Background: an optimization exercise with open tools, aiming at small area. Do not read the settings as production practice. The RTL was checked by simulation tests, not by an equivalence proof against the original design.

## flow/design.v (module list and top-level ports; edited modules follow where they fit)
// module fa: 10 lines
// module pw_conv: 27 lines
// module ds_block_top: 1202 lines
module ds_block_top #(
    parameter int IMG_W  = 6,
    parameter int IMG_H  = 5,
    parameter int STRIDE = 1
) (
    input  wire                                    clk,
    input  wire                                    rstn,
    input  wire                                    in_valid,
    input  wire  [ds_pkg::NCH*ds_pkg::ACT_W-1:0]   in_pix,
    output logic                                   out_valid,
    output logic [ds_pkg::NOUT*ds_pkg::ACT_W-1:0]  out_pix
);
  // ...
==> flow/flow/run.sh <==
#!/bin/bash
# The standard layout with two changes: the port buffers are the smallest
# buffer (sky130_fd_sc_hd__buf_1) rather than the one buffer_ports picks by
# default, and clock tree synthesis adds no dummy loads. The clustering
# settings repeat config.mk's. The constant outputs share one tie cell.
set -euo pipefail
export BUFFER_PORTS_ARGS="-buffer_cell sky130_fd_sc_hd__buf_1"
export SKIP_REPAIR_TIE_FANOUT=1
export CTS_ARGS="-sink_clustering_enable -repair_clock_nets -sink_clustering_size 16 -sink_clustering_max_diameter 100 -buf_list sky130_fd_sc_hd__clkbuf_8 -dont_use_dummy_load"
bash standard.sh > standard.log 2>&1
==> flow/standard.sh <==
#!/bin/bash
# synth_recipe.tcl (not shown) runs the flow's synth.tcl, then flattens the netlist and writes it again
# the make line also repeats each setting of config.mk as NAME=value (left out here)
make -C /OpenROAD-flow-scripts/flow DESIGN_CONFIG=/design/flow/config.mk WORK_HOME=/design/flow/orfs CLKGATE_MAP_FILE= SYNTH_SCRIPT=/design/flow/synth_recipe.tcl "${@:-finish}"
==> flow/config.mk <==
export PLATFORM = sky130hd
export DESIGN_NAME = ds_block_top
export DESIGN_NICKNAME = ds_block_top
export VERILOG_FILES = /design/flow/design.v
export SDC_FILE = /design/flow/constraint.sdc
export NUM_CORES = 4
export LEC_CHECK = 0
export CAP_MARGIN = 20
export CORE_MARGIN = 2
export CORE_UTILIZATION = 40
export CTS_BUF_LIST = sky130_fd_sc_hd__clkbuf_8
export CTS_CLUSTER_DIAMETER = 100
export CTS_CLUSTER_SIZE = 16
export SLEW_MARGIN = 20
export SYNTH_HIERARCHICAL = 1
export SYNTH_MINIMUM_KEEP_SIZE = 0
==> flow/constraint.sdc <==
create_clock -name core_clock -period 8.0 [get_ports {clk}]
set_input_delay 1.6000 -clock core_clock [delete_from_list [all_inputs] [get_ports {clk}]]
set_output_delay 1.6000 -clock core_clock [all_outputs]
set_load 0.01 [all_outputs]
==> reports/qor.txt, run 1 <==
outcome: finished clean
Layout Cells excl Fill: 2838
WL met2: 26700 µm
CTS Buf Count: 38
CP max-delay cell: fa_1
Num Clock Sinks: 485
hold path endpoint: sr[11][24]
final wirelength: 57600 µm
Startpoint Class: flop
non-clk buf share: 1.72%
initial DRC count: 1068
max-slew violation count: 0
Worst slew margin: 38.2%
Worst Setup SP: col[2]
grt met3 use: 2.62%
commonest non-fill, non-tap cell in the layout: edfxtp_1
sequential cell area share: 48.5%
largest net degree at the start of global routing: 204
hold_ws: 0.408 ns
Finished Cell Area: 0.0293 mm²
vias per cell: 5.11
Antenna Violating Nets Remaining: 0
Setup TNS Final: 0 ns
Chip Width: 266 µm
Clock Tree Buf Depth: 3
==> module pw_conv, before the edit <==
module pw_conv (
    input  wire [14:0] d0,
    input  wire [14:0] d1,
    output logic [63:0] act
);
    logic signed [16:0] t;       
    logic               tp;      
    logic signed [18:0] xa;
    logic        [14:0] xm;
    logic signed [18:0] x;       
    logic signed [18:0] s2;      
    logic signed [17:0] s3;      
    assign t  = $signed({2'b00, d1}) - $signed({2'b00, d0});
    assign tp = (d1 >= d0);
    assign xa = tp ? {t, 2'b00} : $signed({4'b0000, d0});
    assign xm = tp ? d0 : d1;
    assign x  = xa - $signed({3'b000, xm, 1'b0});
    assign s2 = $signed({t, 2'b00}) + t;
    assign s3 = $signed({2'b00, d0, 1'b0}) - $signed({3'b000, d1});
    always_comb begin
        act = '0;
        act[10:0]  = (tp && !x[18]) ? x[16:6] : 11'd0;
        act[24:16] = (!tp && !x[18]) ? x[14:6] : 9'd0;
        act[42:32] = s2[18] ? 11'd0 : s2[16:6];
        act[57:48] = s3[17] ? 10'd0 : s3[15:6];
    end
endmodule
==> run 2: changes to the inputs <==
--- a/flow/design.v
+++ b/flow/design.v
@@ -27,24 +27,24 @@
     input  wire [14:0] d1,
     output logic [63:0] act
 );
     logic signed [16:0] t;       
     logic               tp;      
     logic signed [18:0] xa;
     logic        [14:0] xm;
     logic signed [18:0] x;       
-    logic signed [18:0] s2;      
-    logic signed [17:0] s3;      
+    logic signed [18:0] s2;
+    logic signed [17:0] s3;
     assign t  = $signed({2'b00, d1}) - $signed({2'b00, d0});
-    assign tp = (d1 >= d0);
+    assign tp = !t[16];
     assign xa = tp ? {t, 2'b00} : $signed({4'b0000, d0});
     assign xm = tp ? d0 : d1;
     assign x  = xa - $signed({3'b000, xm, 1'b0});
-    assign s2 = $signed({t, 2'b00}) + t;
+    assign s2 = 19'sd5 * t;
     assign s3 = $signed({2'b00, d0, 1'b0}) - $signed({3'b000, d1});
     always_comb begin
         act = '0;
         act[10:0]  = (tp && !x[18]) ? x[16:6] : 11'd0;
         act[24:16] = (!tp && !x[18]) ? x[14:6] : 9'd0;
         act[42:32] = s2[18] ? 11'd0 : s2[16:6];
         act[57:48] = s3[17] ? 10'd0 : s3[15:6];
     end
@@ -63,20 +63,16 @@
     input  wire  [ds_pkg::NCH*ds_pkg::ACT_W-1:0]   in_pix,
     output logic                                   out_valid,
     output logic [ds_pkg::NOUT*ds_pkg::ACT_W-1:0]  out_pix
 );
     logic [2:0]  col, row;
     logic [2:0]  ncol, nrow;
     logic        drain, adv, emit;
     logic        ok_l, ok_r, ok_t, ok_b;
-    assign ok_l = (col != 3'd1);
-    assign ok_r = (col != 3'd0);
-    assign ok_t = (col == 3'd0) ? (row != 3'd2) : (row != 3'd1);
-    assign ok_b = (col == 3'd0) ? (row != 3'd6) : (row != 3'd5);
     assign drain = (row == 3'd5) || (row == 3'd6);
     assign adv   = in_valid || drain;
     assign emit  = adv && (row != 3'd0) && !(row == 3'd1 && col == 3'd0);
     always_comb begin
         if (row == 3'd6) begin
             ncol = 3'd0;
             nrow = 3'd0;
         end else if (col == 3'd5) begin
@@ -86,19 +82,27 @@
             ncol = col + 3'd1;
             nrow = row;
         end
     end
     always_ff @(posedge clk or negedge rstn) begin
         if (!rstn) begin
             col   <= '0;
             row   <= '0;
+            ok_l  <= 1'b1;
+            ok_r  <= 1'b0;
+            ok_t  <= 1'b1;
+            ok_b  <= 1'b1;
         end else if (adv) begin
             col   <= ncol;
             row   <= nrow;
+            ok_l  <= (ncol != 3'd1);
+            ok_r  <= (ncol != 3'd0);
+            ok_t  <= (ncol == 3'd0) ? (nrow != 3'd2) : (nrow != 3'd1);
+            ok_b  <= (ncol == 3'd0) ? (nrow != 3'd6) : (nrow != 3'd5);
         end
     end
     logic [31:0] sr [1:14];
     always_ff @(posedge clk) begin
         if (adv) begin
             sr[1] <= in_pix;
             for (int i = 2; i <= 14; i++) sr[i] <= sr[i-1];
         end
==> flow/flow/run.sh (replaced) <==
#!/bin/bash
# The standard layout with two changes: the port buffers are the smallest
# buffer (sky130_fd_sc_hd__buf_1) rather than the one buffer_ports picks by
# default, and clock tree synthesis adds no dummy loads. The clustering
# settings repeat config.mk's.
set -euo pipefail
export BUFFER_PORTS_ARGS="-buffer_cell sky130_fd_sc_hd__buf_1"
export CTS_ARGS="-sink_clustering_enable -repair_clock_nets -sink_clustering_size 28 -sink_clustering_max_diameter 140 -buf_list sky130_fd_sc_hd__clkbuf_16 -dont_use_dummy_load"
bash standard.sh > standard.log 2>&1
==> flow/config.mk (replaced) <==
export PLATFORM = sky130hd
export DESIGN_NAME = ds_block_top
export DESIGN_NICKNAME = ds_block_top
export VERILOG_FILES = /design/flow/design.v
export SDC_FILE = /design/flow/constraint.sdc
export NUM_CORES = 4
export LEC_CHECK = 0
export CAP_MARGIN = 20
export CORE_MARGIN = 2
export CORE_UTILIZATION = 40
export CTS_BUF_LIST = sky130_fd_sc_hd__clkbuf_16
export CTS_CLUSTER_DIAMETER = 140
export CTS_CLUSTER_SIZE = 28
export SLEW_MARGIN = 20
export SYNTH_HIERARCHICAL = 1
export SYNTH_MINIMUM_KEEP_SIZE = 0
==> run 2 against run 1 <==
Highest routed layer unchanged; hold slack lost 0.043 ns; critical path type unchanged; sequential share of layout area shrank 0.42 points; setup slack gained 0.33 ns; cell count grew 3.3%; critical path depth shrank 8; still clean on timing, DRC and antenna; register-to-register slack gained 0.33 ns; cell area grew 1.6%; non-clock buffer count grew 3.
==> reports/qor.txt, run 2 <==
Worst slew margin: 24.3% (-14 points)
routed len/inst: 19.5 µm
Rows: 96
Worst Setup SP: ok_t
Placed Cells: 2912
Worst Path Required: 8.41 ns
worst slack, placed: 0.736 ns
CTS H-Tree Depth: 1
largest net degree at the start of global routing: 198 (-2.9%)
setup ws final: 0.651 ns
Hold Crit Depth: 0
DRT Pass-1 Iters: 8
Clk Latency, worst-skew pair: 0.60 ns
CP Class: flop to flop
final wirelength: 57200 µm (-0.76%)
initial DRC count: 1093 (+2.3%)
RR Startpoint: ok_t
Core Footprint: 0.0688 mm²
Hold Path Origin: sr[5][13]
maximum fanout along the worst path: 28
Avg Cell Area, Syn: 14.5 µm²
CTS Buf Count: 21 (-45%)
shortest period the worst path allows: 7.35 ns
Finished Cell Area: 0.0298 mm² (+1.6%)
IO buf count: 76
Post-synth ARST share: 2.25%
Synth Register Bits: 489
commonest non-fill, non-tap cell in the layout: edfxtp_1
most instantiated library cell after synthesis: edfxtp_1
setup violators final: 0
Synth cell types: 71
Total Die Area: 0.0718 mm²
global route overflow: 0
HP Class: flop to flop
worst path arrival time: 7.75 ns
Hold Vio Cnt, Final: 0
layout cells sized above 1: 3.10%
most frequent cells in the layout: edfxtp_1 (448), fa_1 (344), nand2_1 (263)
Critical Path End Type: flop
synth cell count leaders: edfxtp_1 (448), fa_1 (344), nand2_1 (264)
setup bufs post-CTS: 0
nets: 2520
number of flip-flops in the largest register: 448
vias per cell: 5.05 (-1.2%)
clk_skew: 0.0589 ns
Num Clock Sinks: 489 (+0.82%)
I/O Pins: 100
DR DRC count: 0
CTS tree: yes
Layout Cells excl Fill: 2933 (+3.3%)
max-slew violation count: 0 (unchanged)
Clock Tree Buf Depth: 3 (unchanged)
Top Registers: sr: 448 flops, d0: 15 flops, d1: 15 flops
Synth-to-Final Area Change: 6.87%
Startpoint Class: flop
clk slew on worst S/H paths: 0.12 ns
area of the mapped netlist: 0.0279 mm²
Chip Width: 268 µm (+0.77%)
max-cap violations: 0
share of Yosys cell area claimed by the top area cell type: 48.3%
Placed Area: 0.0292 mm²
Crit Reg-Reg Endpoint: d1[6]
Layout fillers: 6188
GRT Overall Usage: 16.4%
Antenna Violating Nets Remaining: 0 (unchanged)
Antenna Cells: 0
first-pass GRT wire length: 90400 µm
GP Congestion: 0.899
outcome: finished clean
yosys warns: 9
initial core utilization: 40.5%
Tightest Pin Transition: 1.14 ns
number of flops mapped to enable cells by yosys: 448
RSZ-0062 raised after global routing: false
clk root buf: clkbuf_16
routed vias: 14800
part of the cycle the worst path needs: 91.9%
post-synthesis sequential area ratio: 51.4%
Setup TNS Final: 0 ns (unchanged)
vias in the first global route: 15800
worst reg-to-reg setup slack: 0.65 ns
Biggest register: sr
Max Fclk: 0.136 GHz
ys flop type: edfxtp_1
top post-synthesis cells by area: edfxtp_1 (48%), fa_1 (25%), ha_1 (6.2%), nand2_1 (3.6%), dfxtp_1 (2.2%)
initial antenna violation count: 0
library cell with the largest summed area after synthesis: edfxtp_1
hold path endpoint: sr[6][13]
hpwl dp: 44800 µm
Synth Instances: 1926
die span in y: 268 µm
worst reg2reg path depth: 19
[run 2: cell type report]
cell class                      instances  area (µm²)  share of cell area (%)
Clock buffer                           21         526                    1.76
Sequential cell                       489       14300                    48.1
Tap cell                              931        1160                    3.91
Multi-Input combinational cell       1265       12800                    43.0
Timing Repair Buffer                   96         460                    1.55
Inverter                              131         492                    1.65
[run 2: cells by family after synthesis]
group	count (synthesis)	share of synthesized area, %
mux	4	0.180
flops	489	51.4
other cells	1	0.0135
simple gates	476	7.30
fa+ha+maj	481	30.9
buf+inv	194	2.99
xor+xnor	62	1.95
compound gates	219	5.27
[run 2: worst max path at each step]
stage | end | slack (ns)
2_1_floorplan | sr[10][0] | 0.14
3_3_place_gp | d0[5] | 0.90
3_5_place_dp | d0[5] | 0.74
4_1_cts | out_pix[33] | 0.48
5_1_grt | out_pix[39] | 0.19
6_report | d1[6] | 0.65
[run 2: stage by stage]
step	util, %	hold slack, ns
CTS	43.3	0.365
floorplan	-	0.400
global route	43.3	0.384
detailed placement	42.5	0.405
finish	43.3	0.365
global placement	42.5	0.400
[run 2: what timing repair did]
action | 4_1_cts | 5_1_grt
hold buffers | 0 | 0
endpoints found under the setup margin | 0 | 10
resized for setup | 0 | 1
[run 2: Yosys stat by module, one instance, submodules excluded]
module	cell area (µm²)	cells	flops+latches	times used
ds_block_top	17800	1111	489	1
pw_conv	3210	472	0	1
fa	20.0	1	0	343
[run 2: layer usage]
layer,wire [µm],share of wire [%],vias up,GRT usage (%)
met1,27300,48,7664,24.5
met2,26100,46,353,25.9
li1,-,-,6725,-
met5,0,0,-,0
met4,1200,2.1,0,3.76
met3,2630,4.6,57,2.05
[run 2: critical path, cell delays in order (launching register included)]
cell	delay, ns
dfstp_2	0.81
and2_1	0.41
buf_12	0.26
nand2_1	0.14
fa_1	0.54
fa_1	0.44
fa_1	0.49
fa_1	0.55
inv_1	0.06
fa_1	0.43
fa_1	0.50
ha_1	0.31
ha_1	0.37
a21oi_1	0.16
o21ai_0	0.17
nand3_1	0.15
o21ai_0	0.13
a2111o_1	0.48
a311oi_4	0.63
a2111oi_0	0.16

==> re-timing with driven ports <==
The results above use ideal ports. As a check the final layouts listed here were re-extracted and re-timed, cells and wires unchanged.
Step 1, drivers: a clkbuf_16 drives clk and a buf_2 each remaining input, both assumed.
Step 2, shift: input delay + t, output delay - t, t = (earliest + latest rising clock arrival at the registers) / 2. This alone moves slack from input paths to output paths.
a / b / c = no drivers / after step 1 / after step 2; a / b = the first two.
run	t, ns	slack for setup (ns)	pins driven straight from the clock port
run 1	0.664	0.324 / 0.324 / 0.324	1
run 2	0.622	0.651 / 0.651 / 0.651	1
After both steps every run listed still meets setup and hold.
